What follows belongs to an exercise in optimizing a design on an open flow for small area, a short achievable clock period and few clock cycles per item; a production flow would make more cautious choices. The RTL was checked by simulation tests, not by an equivalence proof against the original design.

**run.sh**
```bash
#!/bin/bash
# synth_recipe.tcl (not shown) runs the flow's synth.tcl, then flattens the netlist and writes it again
# the make line also repeats each setting of config.mk as NAME=value (left out here)
make -C /OpenROAD-flow-scripts/flow DESIGN_CONFIG=/design/flow/config.mk WORK_HOME=/design/flow/orfs CLKGATE_MAP_FILE= SYNTH_SCRIPT=/design/flow/synth_recipe.tcl finish
```
**config.mk**
```make
export PLATFORM = sky130hd
export DESIGN_NAME = qr_cordic_top
export DESIGN_NICKNAME = qr_cordic_top
export VERILOG_FILES = /design/flow/design.v
export SDC_FILE = /design/flow/constraint.sdc
export NUM_CORES = 4
export LEC_CHECK = 0
export CAP_MARGIN = 20
export CORE_MARGIN = 2
export CORE_UTILIZATION = 30
export SLEW_MARGIN = 20
export SYNTH_HIERARCHICAL = 1
export SYNTH_MINIMUM_KEEP_SIZE = 10
```
**constraint.sdc**
```tcl
create_clock -name core_clock -period 10.0 [get_ports {clk}]
set_input_delay 2.0000 -clock core_clock [delete_from_list [all_inputs] [get_ports {clk}]]
set_output_delay 2.0000 -clock core_clock [all_outputs]
set_load 0.01 [all_outputs]
```
**design.v**
```verilog
`timescale 1ns/100ps
module givens_cordic (
  input  logic [2:0]  ph,       
  input  logic [12:0] x0_i,
  input  logic [12:0] y0_i,
  input  logic [12:0] x1_i,
  input  logic [12:0] y1_i,
  output logic [12:0] x0_o,     
  output logic [12:0] y0_o,
  output logic [12:0] x1_o,
  output logic [12:0] y1_o,
  output logic [12:0] x0_l,     
  output logic [12:0] y0_l,
  output logic [12:0] x1_l,
  output logic [12:0] y1_l
);
  logic signed [12:0] x0 [3];
  logic signed [12:0] y0 [3];
  logic signed [12:0] x1 [3];
  logic signed [12:0] y1 [3];
  assign x0[0] = x0_i;
  assign y0[0] = y0_i;
  assign x1[0] = x1_i;
  assign y1[0] = y1_i;
  logic s0;
  logic [12:0] shx0_0, shy0_0, shx1_0, shy1_0;
  assign s0 = y0[0][12];                    
  assign shy0_0 = ((ph == 3'd0) ? (y0[0] >>> 0) : (ph == 3'd1) ? (y0[0] >>> 2) : (ph == 3'd2) ? (y0[0] >>> 4) : (y0[0] >>> 6));
  assign shx0_0 = ((ph == 3'd0) ? (x0[0] >>> 0) : (ph == 3'd1) ? (x0[0] >>> 2) : (ph == 3'd2) ? (x0[0] >>> 4) : (x0[0] >>> 6));
  assign shy1_0 = ((ph == 3'd0) ? (y1[0] >>> 0) : (ph == 3'd1) ? (y1[0] >>> 2) : (ph == 3'd2) ? (y1[0] >>> 4) : (y1[0] >>> 6));
  assign shx1_0 = ((ph == 3'd0) ? (x1[0] >>> 0) : (ph == 3'd1) ? (x1[0] >>> 2) : (ph == 3'd2) ? (x1[0] >>> 4) : (x1[0] >>> 6));
  addsub u_x0_0 (.a(x0[0]), .b(shy0_0), .sub(s0),  .s(x0[1]));
  addsub u_y0_0 (.a(y0[0]), .b(shx0_0), .sub(~s0), .s(y0[1]));
  addsub u_x1_0 (.a(x1[0]), .b(shy1_0), .sub(s0),  .s(x1[1]));
  addsub u_y1_0 (.a(y1[0]), .b(shx1_0), .sub(~s0), .s(y1[1]));
  logic s1;
  logic [12:0] shx0_1, shy0_1, shx1_1, shy1_1;
  assign s1 = y0[1][12];                    
  assign shy0_1 = ((ph == 3'd0) ? (y0[1] >>> 1) : (ph == 3'd1) ? (y0[1] >>> 3) : (ph == 3'd2) ? (y0[1] >>> 5) : (y0[1] >>> 7));
  assign shx0_1 = ((ph == 3'd0) ? (x0[1] >>> 1) : (ph == 3'd1) ? (x0[1] >>> 3) : (ph == 3'd2) ? (x0[1] >>> 5) : (x0[1] >>> 7));
  assign shy1_1 = ((ph == 3'd0) ? (y1[1] >>> 1) : (ph == 3'd1) ? (y1[1] >>> 3) : (ph == 3'd2) ? (y1[1] >>> 5) : (y1[1] >>> 7));
  assign shx1_1 = ((ph == 3'd0) ? (x1[1] >>> 1) : (ph == 3'd1) ? (x1[1] >>> 3) : (ph == 3'd2) ? (x1[1] >>> 5) : (x1[1] >>> 7));
  addsub u_x0_1 (.a(x0[1]), .b(shy0_1), .sub(s1),  .s(x0[2]));
  addsub u_y0_1 (.a(y0[1]), .b(shx0_1), .sub(~s1), .s(y0[2]));
  addsub u_x1_1 (.a(x1[1]), .b(shy1_1), .sub(s1),  .s(x1[2]));
  addsub u_y1_1 (.a(y1[1]), .b(shx1_1), .sub(~s1), .s(y1[2]));
  assign x0_o = x0[2];
  assign y0_o = y0[2];
  assign x1_o = x1[2];
  assign y1_o = y1[2];
  assign x0_l = x0[2];
  assign y0_l = y0[2];
  assign x1_l = x1[2];
  assign y1_l = y1[2];
endmodule
module addsub (
  input  logic [12:0] a,
  input  logic [12:0] b,
  input  logic        sub,
  output logic [12:0] s
);
  assign s = a + (b ^ {13{sub}}) + {12'd0, sub};
endmodule
module gain (
  input  logic [12:0] v,
  output logic [12:0] g
);
  logic [23:0] ve;
  logic [23:0] p;
  assign ve = {{11{v[12]}}, v};
  assign p  = (ve << 9) + (ve << 7) - (ve << 4) - (ve << 1);    
  assign g  = {p[23], p[21:10]};
endmodule
`timescale 1ns/100ps
module qr_row_store (
  input  logic        clk,
  input  logic        rst_n,
  input  logic        clr,
  input  logic        push,
  input  logic        pop,
  input  logic [25:0] din,
  output logic [25:0] dout,
  output logic        nonempty
);
  logic [25:0]  mem [5];
  logic [2:0] wp;
  logic [2:0] rp;
  logic [3:0]  cnt;
  assign nonempty = (cnt != '0);
  assign dout     = mem[rp];
  always_ff @(posedge clk or negedge rst_n) begin
    if (!rst_n) begin
      wp  <= '0;
      rp  <= '0;
      cnt <= '0;
    end else if (clr) begin
      wp  <= '0;
      rp  <= '0;
      cnt <= '0;
    end else begin
      if (push) begin
        wp <= (wp == 3'd4) ? '0 : wp + 3'd1;
      end
      if (pop) begin
        rp <= (rp == 3'd4) ? '0 : rp + 3'd1;
      end
      if (push && !pop) begin
        cnt <= cnt + 1'b1;
      end else if (pop && !push) begin
        cnt <= cnt - 1'b1;
      end
    end
  end
  always_ff @(posedge clk) begin
    for (int i = 0; i < 5; i++) begin
      if (push && wp == 3'(i)) begin
        mem[i] <= din;
      end
    end
  end
endmodule
`timescale 1ns/100ps
module qr_sequencer (
  input  logic       clk,
  input  logic       rst_n,
  input  logic       valid,
  input  logic       fifo_ne,
  output logic       take7,      
  output logic       take_x,     
  output logic       run,        
  output logic [2:0] ph,         
  output logic       last,       
  output logic       load_x,     
  output logic       from_fifo,  
  output logic       push,       
  output logic       flush,      
  output logic       clr
);
  logic       busy;       
  logic [2:0] cnt;        
  logic [2:0] pairs;      
  logic       fin;        
  logic       free;       
  assign take7  = ~busy && valid && (cnt == 3'd0);
  assign take_x = ~busy && valid && (cnt != 3'd0);
  assign last   = run && (ph == 3'd3);
  assign free   = ~run || last;
  assign from_fifo = free && fifo_ne;
  assign load_x    = free && (fifo_ne || take_x) && ~(last && pairs == 3'd6);
  assign push      = take_x && ~(free && ~fifo_ne);
  assign clr       = fin;
  always_ff @(posedge clk or negedge rst_n) begin
    if (!rst_n) begin
      cnt   <= 3'd0;
      busy  <= 1'b0;
      run   <= 1'b0;
      ph    <= 3'd0;
      pairs <= 3'd0;
      flush <= 1'b0;
      fin   <= 1'b0;
    end else begin
      if (take7 || take_x) begin
        cnt <= cnt + 3'd1;
      end
      if (take_x && cnt == 3'd7) begin
        busy <= 1'b1;
      end else if (fin) begin
        busy <= 1'b0;
      end
      if (load_x) begin
        run <= 1'b1;
        ph  <= 3'd0;
      end else if (last) begin
        run <= 1'b0;
        ph  <= 3'd0;
      end else if (run) begin
        ph  <= ph + 3'd1;
      end
      if (last) begin
        pairs <= (pairs == 3'd6) ? 3'd0 : pairs + 3'd1;
      end
      flush <= last && (pairs == 3'd6);
      fin   <= flush;
    end
  end
endmodule
`timescale 1ns/100ps
module qr_cordic_top (
  input  logic        clk,
  input  logic        rst_n,
  input  logic        valid,
  input  logic [25:0] in_row,      
  output logic        out_valid,
  output logic [25:0] out_row      
);
  logic        take7, take_x, run, last, load_x, from_fifo, push, flush, clr;
  logic        fifo_ne;
  logic [2:0]  ph;
  logic [25:0] fifo_q;
  logic [12:0] x0, y0, x1, y1;            
  logic [12:0] x0_o, y0_o, x1_o, y1_o;
  logic [12:0] x0_l, y0_l, x1_l, y1_l;
  logic [12:0] gx0, gx1, gy0, gy1;
  logic [25:0] x_new;
  qr_sequencer u_seq (
    .clk       (clk),
    .rst_n     (rst_n),
    .valid     (valid),
    .fifo_ne   (fifo_ne),
    .take7     (take7),
    .take_x    (take_x),
    .run       (run),
    .ph        (ph),
    .last      (last),
    .load_x    (load_x),
    .from_fifo (from_fifo),
    .push      (push),
    .flush     (flush),
    .clr       (clr)
  );
  qr_row_store u_store (
    .clk      (clk),
    .rst_n    (rst_n),
    .clr      (clr),
    .push     (push),
    .pop      (from_fifo),
    .din      (in_row),
    .dout     (fifo_q),
    .nonempty (fifo_ne)
  );
  givens_cordic u_givens (
    .ph   (ph),
    .x0_i (x0), .y0_i (y0), .x1_i (x1), .y1_i (y1),
    .x0_o (x0_o), .y0_o (y0_o), .x1_o (x1_o), .y1_o (y1_o),
    .x0_l (x0_l), .y0_l (y0_l), .x1_l (x1_l), .y1_l (y1_l)
  );
  gain u_gx0 (.v(x0_l), .g(gx0));
  gain u_gx1 (.v(x1_l), .g(gx1));
  gain u_gy0 (.v(y0_l), .g(gy0));
  gain u_gy1 (.v(y1_l), .g(gy1));
  assign x_new = from_fifo ? fifo_q : in_row;
  always_ff @(posedge clk) begin
    if (load_x) begin
      {x1, x0} <= x_new;
    end else if (run) begin
      {x1, x0} <= {x1_o, x0_o};
    end
    if (take7) begin
      {y1, y0} <= in_row;
    end else if (last) begin
      {y1, y0} <= {gx1, gx0};
    end else if (run) begin
      {y1, y0} <= {y1_o, y0_o};
    end
  end
  always_ff @(posedge clk or negedge rst_n) begin
    if (!rst_n) begin
      out_valid <= 1'b0;
      out_row   <= '0;
    end else if (last) begin
      out_valid <= 1'b1;
      out_row   <= {gy1, gy0};
    end else if (flush) begin
      out_valid <= 1'b1;
      out_row   <= {y1, y0};
    end else begin
      out_valid <= 1'b0;
      out_row   <= '0;
    end
  end
endmodule
```
==> run notes <==
## registers in the layout, summed over array words and instances, names as in the netlist
register,count
out_row,26
out_valid,1
u_seq.busy,1
u_seq.cnt,3
u_seq.fin,1
u_seq.flush,1
u_seq.pairs,3
u_seq.ph,3
u_seq.run,1
u_store.cnt,4
u_store.mem,130
u_store.rp,3
u_store.wp,3
x0,13
x1,13
y0,13
y1,13
## per-module statistics from Yosys (local to each module, per instance)
| module | cell area [µm²] | flops+latches | times used |
|---|---|---|---|
| qr_sequencer | 659 | 13 | 1 |
| qr_cordic_top | 9660 | 79 | 1 |
| qr_row_store | 5730 | 140 | 1 |
| addsub | 693 | 0 | 8 |
| givens_cordic | 3160 | 0 | 1 |
## routing by layer
| metal | track usage | share of wire | vias up |
|---|---|---|---|
| li1 | - | - | 9378 |
| met1 | 0.212 | 0.44 | 9520 |
| met2 | 0.273 | 0.48 | 495 |
| met3 | 0.0139 | 0.044 | 115 |
| met4 | 0.0671 | 0.041 | 0 |
| met5 | 0 | 0 | - |
## what timing repair did
action | 4_1_cts | 5_1_grt
buffers inserted | 0 | 0
setup endpoints to repair | 0 | 9
resized for setup | 0 | 8
## final cells by class
type	instances	area, µm²
Tap cell	1070	1340
Sequential cell	232	6720
Fill cell	8348	54700
Clock buffer	27	654
Clock inverter	21	208
Timing Repair Buffer	121	1090
Multi-Input combinational cell	1952	16200
Inverter	266	998
## kinds of logic (layout without fill, tap and decap cells)
family,after synthesis,count (layout)
XOR/XNOR,240,240
adder cells (fa/ha/maj),317,317
flip-flops,232,232
buffers and inverters,424,435
AO/OA/AOI/OAI,725,725
multiplexers,151,151
AND/OR/NAND/NOR,518,519
## layout by cell type (no fill, tap or decap), drive strengths merged, types with 27 or more instances in the layout
| cell type | instances |
|---|---|
| inv | 267 |
| ha | 232 |
| nand2 | 187 |
| edfxtp | 182 |
| a21oi | 179 |
| o21ai | 162 |
| xor2 | 161 |
| mux2i | 123 |
| nor2 | 118 |
| fa | 85 |
| xnor2 | 79 |
| buf | 67 |
| o32ai | 61 |
| clkdlybuf4s50 | 54 |
| dfrtp | 50 |
| a221oi | 46 |
| a22oi | 40 |
| a32oi | 34 |
| a21o | 33 |
| nor2b | 33 |
| nand3 | 32 |
| o211ai | 31 |
| nand2b | 31 |
| mux2 | 28 |
| a211oi | 27 |
| clkbuf | 27 |
## through the flow
stage / utilization / hold slack (ns) / setup slack (ns) / std cells
6_report: 0.332 / 0.500 / 0.592 / 3689
5_1_grt: 0.332 / 0.551 / 0.0243 / 3689
4_1_cts: 0.331 / 0.501 / 0.111 / 3688
3_5_place_dp: 0.321 / 0.490 / 0.149 / 3640
3_3_place_gp: 0.320 / 0.485 / 0.130 / 3639
2_1_floorplan: - / 0.399 / 1.39 / 2607
## worst max-delay path by stage
stage,endpoint,slack [ns],depth (start not counted)
after floorplan,out_row[23]$_DFF_PN0_,1.39,32
after global placement,y0[8]$_DFFE_PP_,0.13,32
after detailed placement,y0[8]$_DFFE_PP_,0.15,31
after CTS,y0[8]$_DFFE_PP_,0.11,31
after global routing,y0[10]$_DFFE_PP_,0.02,30
final,y0[8]$_DFFE_PP_,0.59,31
## worst register-to-register path: cells and delay by family, from the launching register on
family          cells  cell delay, ns
simple gates        4            0.62
compound gates     11            3.11
fa+ha+maj           5            2.14
mux                 3            0.78
buf+inv             4            0.69
flops               1            0.50
xor+xnor            4            1.31
==> flow_metrics.py <==
metrics = {
    "global_routing": {
        "antenna_found_initial": 0,
        "grt_first_pass_wirelength_um": 109000,
        "grt_overflow": 0,
        "grt_pass1_vias": 18700,
        "grt.total_usage": 0.162,
        "grt_max_degree": 119,
    },
    "floorplan": {
        "coreArea_um2": 81800,
        "die_area_um2": 84800,
        "start_util": 0.302,
        "ios": 56,
        "die_h_um": 291,
        "rows": 105,
        "fp.dieW_um": 291,
    },
    "routing": {
        "drcViolationCount": 0,
        "first_iter_violations": 1336,
        "finalWirelength_um": 70900,
        "ant_nets": 0,
        "routedWlPerCell_um": 19.2,
        "drt_first_pass_iters": 5,
        "via_count": 19500,
        "viasPerCell": 5.29,
    },
    "worst_setup_path": {
        "required_ns": 10.31,
        "cp_common_cell": "fa_1",
        "rrSetupSlack_ns": 0.59,
        "end_kind": "register",
        "start_kind": "register",
        "reg2regPathDepth": 31,
        "critPathMaxStageDelay_ns": 0.51,
        "rr_endpoint": "y0[8]$_DFFE_PP_",
        "timing.rr.start": "u_seq.ph[0]$_DFFE_PN0P_",
        "crit_start": "u_seq.ph[0]$_DFFE_PN0P_",
        "critPathSlowestCell": "a221oi_1",
        "path_max_fanout": 83,
        "critPathKind": "register to register",
        "crit_arrival_ns": 9.72,
        "cp_top_family": "compound AO/OA/AOI/OAI gates",
        "crit_buf_inv": 4,
    },
    "final_layout": {
        "area_growth_pct": 9.80,
        "diodes": 0,
        "nets": 2945,
        "final_area_um2": 27200,
        "layout-drive-gt1-share": 0.0955,
    },
    "timing": {
        "skew_ns": 0.0323,
        "min_period_ns": 9.41,
        "min_period_over_period": 0.941,
        "max_slew_margin": 0.273,
        "finalSetupViolCount": 0,
        "slew_violations": 0,
        "timing.fmax_mhz": 106,
        "rsz0062_at_grt": "false",
        "hold_viol": 0,
        "setup-tns-final_ns": 0,
        "worst_pin_slew_ns": 1.08,
    },
    "clock_network": {
        "cts_tree": "done",
        "htreeDepth": 1,
        "root_buffer": "clkbuf_16",
        "cts.clk_slew.worst_paths_ns": 0.06,
        "cts.path.max_buffers": 3,
        "cts.sinks": 232,
        "clk_latency_ns": 0.58,
        "cts_buffers": 26,
        "ctsHoldBuffers": 0,
    },
    "status": {
        "status": "finished clean",
    },
    "hold_path": {
        "whs_path_depth": 1,
        "hold_start": "u_seq.pairs[1]$_DFFE_PN0P_",
        "min_path_type": "register to register",
        "worstHoldEndpoint": "u_seq.pairs[1]$_DFFE_PN0P_",
    },
    "yosys": {
        "ys_seq_area_frac": 0.271,
        "synthAdderAreaFrac": 0.186,
        "synth_ff_type": "edfxtp_1",
        "synth_compound_area_frac": 0.210,
        "synth_fp_nets": 2953,
        "synthXorXnorAreaFrac": 0.0849,
        "yosys.area_share.simple": 0.102,
        "postSynthCellCount": 2607,
        "synth-seq-cells": 232,
        "synth_common_cells": "inv_1, ha_1, nand2_1",
        "synth.mux.area_fraction": 0.0667,
        "synth_top_family_by_area": "compound AO/OA/AOI/OAI gates",
        "synthDistinctLibCells": 97,
        "yosysMostFrequentCell": "inv_1",
        "yosys.area.top_type": "edfxtp_1",
        "synth.top_cell.area_share": 0.221,
        "synthArstFlopShare": 0.216,
        "syn_area_um2": 24800,
        "postSynthAreaPerCell_um2": 9.50,
        "yosysWarnings": 19,
        "synth_area_leaders": "edfxtp_1, ha_1, fa_1",
        "synth_edf_count": 182,
    },
    "run": {
        "cap_viol_max_count": 0,
    },
    "placement": {
        "io_buffer_count": 55,
        "placement.cell_area_um2": 26300,
        "dp_hpwl_um": 53900,
        "place_congestion": 0.936,
    },
}
Testbench counts, summed over its fixed seeds: cycles 10,240, matrices 320.

[what the ideal ports hide]
The results above use ideal ports. As a check the final layout listed here was re-extracted and re-timed, cells and wires unchanged. Step 1 sets driving cells, clkbuf_16 on the clock port and buf_2 on the other inputs (assumed; they add their load-dependent delay and slew). Step 2 adds t to the input delays and takes it off the output delays; t is the mean of the earliest and latest rising clock arrival at the registers after step 1. Input paths then give back, and output paths get back, about the clock's delay inside the block. Slacks: no drivers / after step 1 / after step 2; pairs: no drivers / after step 1.
t (ns): 0.625
setup WS [ns]: 0.592 / 0.592 / 0.592
worst setup path after step 2: register to register
latest minus earliest clock arrival (ns): 0.034 / 0.034
pins driven straight from the clock port: 1
After both steps setup and hold are still met in this run. For this run, drivers alone change the setup slack by 0.000 ns; drivers and shift together by 0.000 ns.
